This design comes from an exercise in tuning for small area on the open sky130 flow, not from production work.
RTL that was checked went through simulation tests only; none was proved equivalent to the original.

Design latlon_six_byte_encoder, start of the top module:
module latlon_six_byte_encoder (
  input  logic               clk,
  input  logic               rst,
  input  logic               coord_valid,
  output logic               coord_ready,
  input  logic signed [23:0] coord_lat_sixteenths,
  input  logic signed [25:0] coord_lon_sixteenths,
  output logic               result_valid,
  input  logic               result_ready,
  output logic               result_valid_res,
  output logic [47:0]        result_code
);
Size in the first run: ~900 cells after synthesis, ~51 flip-flops, roughly 110 I/O pins, roughly 0.0090 mm2 of cells after synthesis.
==> module llse_prep, before the edit <==
module llse_prep #(
  parameter int LON = 0
) (
  input  logic [21:0] y,           
  output logic [3:0]  mq,
  output logic [3:0]  p,
  output logic [3:0]  sr,
  output logic [4:0]  zt           
);
  logic       s;
  logic       b24;
  logic [3:0] y0, z0, z1, z2, z3;
  logic [3:0] ru;                  
  logic [3:0] rf;                  
  logic [8:0] k1, k2, k3;
  logic [8:0] f1, f2, f3, f4;
  logic [3:0] u;
  logic [3:0] v1, v2;
  logic [8:0] k5;
  logic       c15;
  logic       c30;
  assign s   = y[21];
  assign b24 = y[20];
  assign y0  = y[3:0];
  assign z0  = y[7:4];
  assign z1  = y[11:8];
  assign z2  = y[15:12];
  assign z3  = y[19:16];
  always_comb begin
    if (LON != 0) begin
      ru = {s, s, s & b24, s ^ b24};
      rf = {s & b24, s ^ b24, s, 1'b0};
    end else begin
      ru = {s, s, s, 1'b0};
      rf = {s, 1'b0, s, 1'b0};
    end
  end
  assign k1 = llse_pkg::csa15(z0, z1, z2);
  assign k2 = llse_pkg::csa15(k1[3:0], k1[7:4], z3);
  assign k3 = llse_pkg::csa15(k2[3:0], k2[7:4], ru);
  assign f1 = llse_pkg::csa15(z1, llse_pkg::rot1(z2), z3);
  assign f2 = llse_pkg::csa15(f1[3:0], f1[7:4], llse_pkg::rot1(z3));
  assign f3 = llse_pkg::csa15(f2[3:0], f2[7:4], {rf[3:1], k1[8]});
  assign f4 = llse_pkg::csa15(f3[3:0], f3[7:4], {2'b0, k2[8] & k3[8], k2[8] ^ k3[8]});
  assign u  = llse_pkg::add15(f4[3:0], f4[7:4]);
  assign zt  = {1'b0, k3[3:0]} + {1'b0, k3[7:4]};
  assign c30 = (&k3[3:0]) & (&k3[7:4]);
  assign c15 = zt >= 5'd15;
  assign v1 = (u == 4'd14) ? 4'd0 : u + 4'd1;
  assign v2 = (u >= 4'd13) ? u - 4'd13 : u + 4'd2;
  assign mq = c30 ? v2 : c15 ? v1 : u;
  assign k5 = llse_pkg::csa15(k3[3:0], k3[7:4], y0);
  assign sr = llse_pkg::add15(k5[3:0], k5[7:4]);
  assign p = sr - y0;
endmodule
clock: 7.0 ns
lec_check: 0
cap_margin: 20
core_margin: 2
core_utilization: 40
gpl_timing_driven: 0
slew_margin: 20
standard.sh (not shown) runs the stock make flow with config.mk's settings and CLKGATE_MAP_FILE= SYNTH_SCRIPT=/design/flow/synth_recipe.tcl, a recipe that flattens the netlist after the stock synthesis.
==> flow/flow/run.sh <==
#!/bin/bash
# Standard layout, but with the smallest buffer on the ports instead of the
# default delay-cell buffer. Each tool's output goes to a log file here.
set -euo pipefail
bash standard.sh "BUFFER_PORTS_ARGS=-buffer_cell sky130_fd_sc_hd__buf_1" finish > standard.log 2>&1
Next try:
--- a/flow/design.v
+++ b/flow/design.v
@@ -125,10 +125,11 @@
   logic [3:0] rf;                  
   logic [8:0] k1, k2, k3;
-  logic [8:0] f1, f2, f3, f4;
+  logic [8:0] f1, f2, f3;
   logic [3:0] u;
-  logic [3:0] v1, v2;
+  logic [4:0] mt;
   logic [8:0] k5;
   logic       c15;
   logic       c30;
+  logic [2:0] wc;
   assign s   = y[21];
   assign b24 = y[20];
@@ -153,12 +154,11 @@
   assign f2 = llse_pkg::csa15(f1[3:0], f1[7:4], llse_pkg::rot1(z3));
   assign f3 = llse_pkg::csa15(f2[3:0], f2[7:4], {rf[3:1], k1[8]});
-  assign f4 = llse_pkg::csa15(f3[3:0], f3[7:4], {2'b0, k2[8] & k3[8], k2[8] ^ k3[8]});
-  assign u  = llse_pkg::add15(f4[3:0], f4[7:4]);
+  assign u  = llse_pkg::add15(f3[3:0], f3[7:4]);
   assign zt  = {1'b0, k3[3:0]} + {1'b0, k3[7:4]};
   assign c30 = (&k3[3:0]) & (&k3[7:4]);
   assign c15 = zt >= 5'd15;
-  assign v1 = (u == 4'd14) ? 4'd0 : u + 4'd1;
-  assign v2 = (u >= 4'd13) ? u - 4'd13 : u + 4'd2;
-  assign mq = c30 ? v2 : c15 ? v1 : u;
+  assign wc  = 3'(k2[8]) + 3'(k3[8]) + 3'(c15) + 3'(c30);
+  assign mt = {1'b0, u} + {2'b0, wc};
+  assign mq = (mt >= 5'd15) ? 4'(mt - 5'd15) : mt[3:0];
   assign k5 = llse_pkg::csa15(k3[3:0], k3[7:4], y0);
   assign sr = llse_pkg::add15(k5[3:0], k5[7:4]);
Outcome: Register-to-register slack got worse by 0.02 ns. Synthesized area falls by about 2%. Maximum frequency rises by about 0.6%. Via count falls by 1.1%. Sequential share of layout area rises by 0.22 points. Cell count stays flat. Setup slack improved by 0.042 ns. Wire length is about the same. Non-clock buffer count rises by 2. Design area falls by 1.4%. Clock-buffer cell count falls by 1. Core utilization falls by 0.10 points.
No functional check of the RTL was part of the first run of this note.


== 05-07 ==
RTL: one of the versions met above, not the one the previous note started from.
Size: about 900 cells after synthesis, roughly 51 flip-flops.
// latlon_six_byte_encoder
module latlon_six_byte_encoder (
  input  logic               clk,
  input  logic               rst,
  input  logic               coord_valid,
  output logic               coord_ready,
  input  logic signed [23:0] coord_lat_sixteenths,
  input  logic signed [25:0] coord_lon_sixteenths,
  output logic               result_valid,
  input  logic               result_ready,
  output logic               result_valid_res,
  output logic [47:0]        result_code
);
  logic        v;
  logic        ok_in;
  logic        pole_in;
  logic [3:0]  mq_a, p_a, sr_a;
  logic [3:0]  mq_b, p_b, sr_b;
  logic [4:0]  zt_a, zt_b;
  logic        lon_zero;
  logic [8:0]  lon_z;
  logic [8:0]  wrap;
  logic [31:0] q1, q2, q3;
  logic [7:0]  zp_a;
  logic [8:0]  zp_b;
  logic [7:0]  pz_a_in;
  logic [8:0]  pz_b_in;
  logic        ok;
  logic [7:0]  pz_a;
  logic [11:0] low_a;
  logic [3:0]  x_a;
  logic [8:0]  pz_b;
  logic [11:0] low_b;
  logic [3:0]  x_b;
  assign coord_ready  = !v || result_ready;
  assign result_valid = v;
  always_ff @(posedge clk) begin
    if (rst) begin
      v <= 1'b0;
    end else if (coord_ready) begin
      v <= coord_valid;
    end
  end
  llse_split u_split (
    .lat  (coord_lat_sixteenths),
    .ok   (ok_in),
    .pole (pole_in)
  );
  llse_prep #(.LON(0)) u_prep_a (
    .y  ({{2{coord_lat_sixteenths[23]}}, coord_lat_sixteenths[23:4]}),
    .mq (mq_a),
    .p  (p_a),
    .sr (sr_a),
    .zt (zt_a)
  );
  llse_prep #(.LON(1)) u_prep_b (
    .y  (coord_lon_sixteenths[25:4]),
    .mq (mq_b),
    .p  (p_b),
    .sr (sr_b),
    .zt (zt_b)
  );
  assign lon_z = coord_lon_sixteenths[16:8];
  always_comb begin
    if (coord_lon_sixteenths >= llse_pkg::TURN) begin
      wrap = 9'd152;               
    end else if (!coord_lon_sixteenths[25]) begin
      wrap = 9'd0;
  ...
==> module llse_prep, before the edit <==
module llse_prep #(
  parameter int LON = 0
) (
  input  logic [21:0] y,           
  output logic [3:0]  mq,
  output logic [3:0]  p,
  output logic [3:0]  sr,
  output logic [4:0]  zt           
);
  logic       s;
  logic       b24;
  logic [3:0] y0, z0, z1, z2, z3;
  logic [3:0] ru;                  
  logic [3:0] rf;                  
  logic [8:0] k1, k2, k3;
  logic [8:0] f1, f2, f3;
  logic [3:0] u;
  logic [4:0] mt;
  logic [8:0] k5;
  logic       c15;
  logic       c30;
  logic [2:0] wc;
  assign s   = y[21];
  assign b24 = y[20];
  assign y0  = y[3:0];
  assign z0  = y[7:4];
  assign z1  = y[11:8];
  assign z2  = y[15:12];
  assign z3  = y[19:16];
  always_comb begin
    if (LON != 0) begin
      ru = {s, s, s & b24, s ^ b24};
      rf = {s & b24, s ^ b24, s, 1'b0};
    end else begin
      ru = {s, s, s, 1'b0};
      rf = {s, 1'b0, s, 1'b0};
    end
  end
  assign k1 = llse_pkg::csa15(z0, z1, z2);
  assign k2 = llse_pkg::csa15(k1[3:0], k1[7:4], z3);
  assign k3 = llse_pkg::csa15(k2[3:0], k2[7:4], ru);
  assign f1 = llse_pkg::csa15(z1, llse_pkg::rot1(z2), z3);
  assign f2 = llse_pkg::csa15(f1[3:0], f1[7:4], llse_pkg::rot1(z3));
  assign f3 = llse_pkg::csa15(f2[3:0], f2[7:4], {rf[3:1], k1[8]});
  assign u  = llse_pkg::add15(f3[3:0], f3[7:4]);
  assign zt  = {1'b0, k3[3:0]} + {1'b0, k3[7:4]};
  assign c30 = (&k3[3:0]) & (&k3[7:4]);
  assign c15 = zt >= 5'd15;
  assign wc  = 3'(k2[8]) + 3'(k3[8]) + 3'(c15) + 3'(c30);
  assign mt = {1'b0, u} + {2'b0, wc};
  assign mq = (mt >= 5'd15) ? 4'(mt - 5'd15) : mt[3:0];
  assign k5 = llse_pkg::csa15(k3[3:0], k3[7:4], y0);
  assign sr = llse_pkg::add15(k5[3:0], k5[7:4]);
  assign p = sr - y0;
endmodule
clock: 7.0 ns
lec_check: 0
cap_margin: 20
core_margin: 2
core_utilization: 55
gpl_timing_driven: 0
slew_margin: 20
Scripts as last shown in full above: flow/flow/run.sh
No stage failed in 05-07, and the final checks on the layout all came back clean.
Changes in 03-28 relative to 05-07:
-- flow/design.v --
<<< 05-07, line 13
    csa15 = {m[3], rot1(m), a ^ b ^ c};
  endfunction
  function automatic logic [3:0] add15(input logic [3:0] a, input logic [3:0] b);
    logic [4:0] t0;
    logic [4:0] t1;
    t0    = {1'b0, a} + {1'b0, b};
    t1    = {1'b0, a} + {1'b0, b} + 5'd1;
    add15 = ((&a) && (&b)) ? 4'd0 : t1[4] ? t1[3:0] : t0[3:0];
  endfunction
  function automatic logic [31:0] csa(input logic [15:0] a, input logic [15:0] b,
>>> 03-28, line 13
    csa15 = {m[3], rot1(m), a ^ b ^ c};
  endfunction
  function automatic logic [4:0] cla4(input logic [3:0] g, input logic [3:0] p,
                                      input logic cin);
    cla4[0] = cin;
    cla4[1] = g[0] | (p[0] & cin);
    cla4[2] = g[1] | (p[1] & g[0]) | (p[1] & p[0] & cin);
    cla4[3] = g[2] | (p[2] & g[1]) | (p[2] & p[1] & g[0]) | (p[2] & p[1] & p[0] & cin);
    cla4[4] = g[3] | (p[3] & g[2]) | (p[3] & p[2] & g[1]) | (p[3] & p[2] & p[1] & g[0]) |
              (p[3] & p[2] & p[1] & p[0] & cin);
  endfunction
  function automatic logic [3:0] add15(input logic [3:0] a, input logic [3:0] b);
    logic [3:0] g;
    logic [3:0] p;
    logic [4:0] c;
    g     = a & b;
    p     = a ^ b;
    c     = cla4(g, p, 1'b0);
    c     = cla4(g, p, c[4] | (&p));
    add15 = ((&a) && (&b)) ? 4'd0 : p ^ c[3:0];
  endfunction
  function automatic logic [4:0] add4(input logic [3:0] a, input logic [3:0] b);
    logic [4:0] c;
    c    = cla4(a & b, a ^ b, 1'b0);
    add4 = {c[4], (a ^ b) ^ c[3:0]};
  endfunction
  function automatic logic [3:0] sub4(input logic [3:0] a, input logic [3:0] b);
    logic [4:0] c;
    c    = cla4(a & ~b, a ^ ~b, 1'b1);
    sub4 = (a ^ ~b) ^ c[3:0];
  endfunction
  function automatic logic [31:0] csa(input logic [15:0] a, input logic [15:0] b,
<<< 05-07, line 127
  logic [8:0] f1, f2, f3;
  logic [3:0] u;
  logic [4:0] mt;
  logic [8:0] k5;
  logic       c15;
>>> 03-28, line 149
  logic [8:0] f1, f2, f3;
  logic [3:0] u;
  logic [8:0] k5;
  logic       c15;
<<< 05-07, line 155
  assign f3 = llse_pkg::csa15(f2[3:0], f2[7:4], {rf[3:1], k1[8]});
  assign u  = llse_pkg::add15(f3[3:0], f3[7:4]);
  assign zt  = {1'b0, k3[3:0]} + {1'b0, k3[7:4]};
  assign c30 = (&k3[3:0]) & (&k3[7:4]);
  assign c15 = zt >= 5'd15;
  assign wc  = 3'(k2[8]) + 3'(k3[8]) + 3'(c15) + 3'(c30);
  assign mt = {1'b0, u} + {2'b0, wc};
  assign mq = (mt >= 5'd15) ? 4'(mt - 5'd15) : mt[3:0];
  assign k5 = llse_pkg::csa15(k3[3:0], k3[7:4], y0);
  assign sr = llse_pkg::add15(k5[3:0], k5[7:4]);
  assign p = sr - y0;
endmodule
module llse_split (
>>> 03-28, line 176
  assign f3 = llse_pkg::csa15(f2[3:0], f2[7:4], {rf[3:1], k1[8]});
  assign u  = llse_pkg::add15(f3[3:0], f3[7:4]);
  assign zt  = llse_pkg::add4(k3[3:0], k3[7:4]);
  assign c30 = (&k3[3:0]) & (&k3[7:4]);
  assign c15 = zt >= 5'd15;
  assign wc  = 3'(k2[8]) + 3'(k3[8]) + 3'(c15) + 3'(c30);
  assign mq = llse_pkg::add15(u, {1'b0, wc});
  assign k5 = llse_pkg::csa15(k3[3:0], k3[7:4], y0);
  assign sr = llse_pkg::add15(k5[3:0], k5[7:4]);
  assign p = llse_pkg::sub4(sr, y0);
endmodule
module llse_split (
- 03-28 finished every stage and its layout cleared the timing, design-rule and antenna checks.
- [compare] base=05-07 new=03-28: fraction of area in multi-input gates dropped 0.99 points, setup slack climbed 0.036 ns.
- Higher area of the multi-input gates goes to 05-07 over 03-28.
- Relative to 05-07, the placed wire-length estimate measured on 03-28 has increased by a few percent.
- On post-route fraction of the period consumed by the critical path: 03-28 sits below 05-07.
- Re portion of the layout cell area used by non-clock buffers: 03-28 is 0.20 points up on 05-07.
- Measured against each other, 03-28 and 05-07 differ in register-to-register slack, the lower figure coming from 05-07.

## re-timing with driven ports
No port has a modelled driver above. Below, the same layouts with a new extraction and two added sets of constraints.
Step 1 assumes that a clkbuf_16 drives the clock port and a buf_2 every other input.
Step 2, shift: input delay + t, output delay - t, t = (earliest + latest rising clock arrival at the registers) / 2. This alone moves slack from input paths to output paths.
Slacks: no drivers / after step 1 / after step 2; pairs: no drivers / after step 1.
run | t, ns | setup WS [ns] | worst hold slack (ns) | latest minus earliest clock arrival (ns) | pins driven straight from the clock port
the first run of note 1 | 0.324 | 0.164 / 0.176 / -0.142 | 1.032 / 1.032 / 1.032 | 0.006 / 0.006 | 1
the second run of note 1 | 0.330 | 0.206 / 0.198 / -0.114 | 1.066 / 1.066 / 1.066 | 0.007 / 0.008 | 1
05-07 | 0.343 | 0.194 / 0.213 / -0.127 | 1.092 / 1.092 / 1.092 | 0.017 / 0.016 | 1
03-28 | 0.331 | 0.229 / 0.190 / -0.084 | 1.042 / 1.042 / 1.042 | 0.015 / 0.015 | 1
With both steps, setup timing fails in every run listed, where it was met with ideal ports. For 05-07, which loses most, drivers alone change the setup slack by +0.019 ns; drivers and shift together by -0.321 ns.
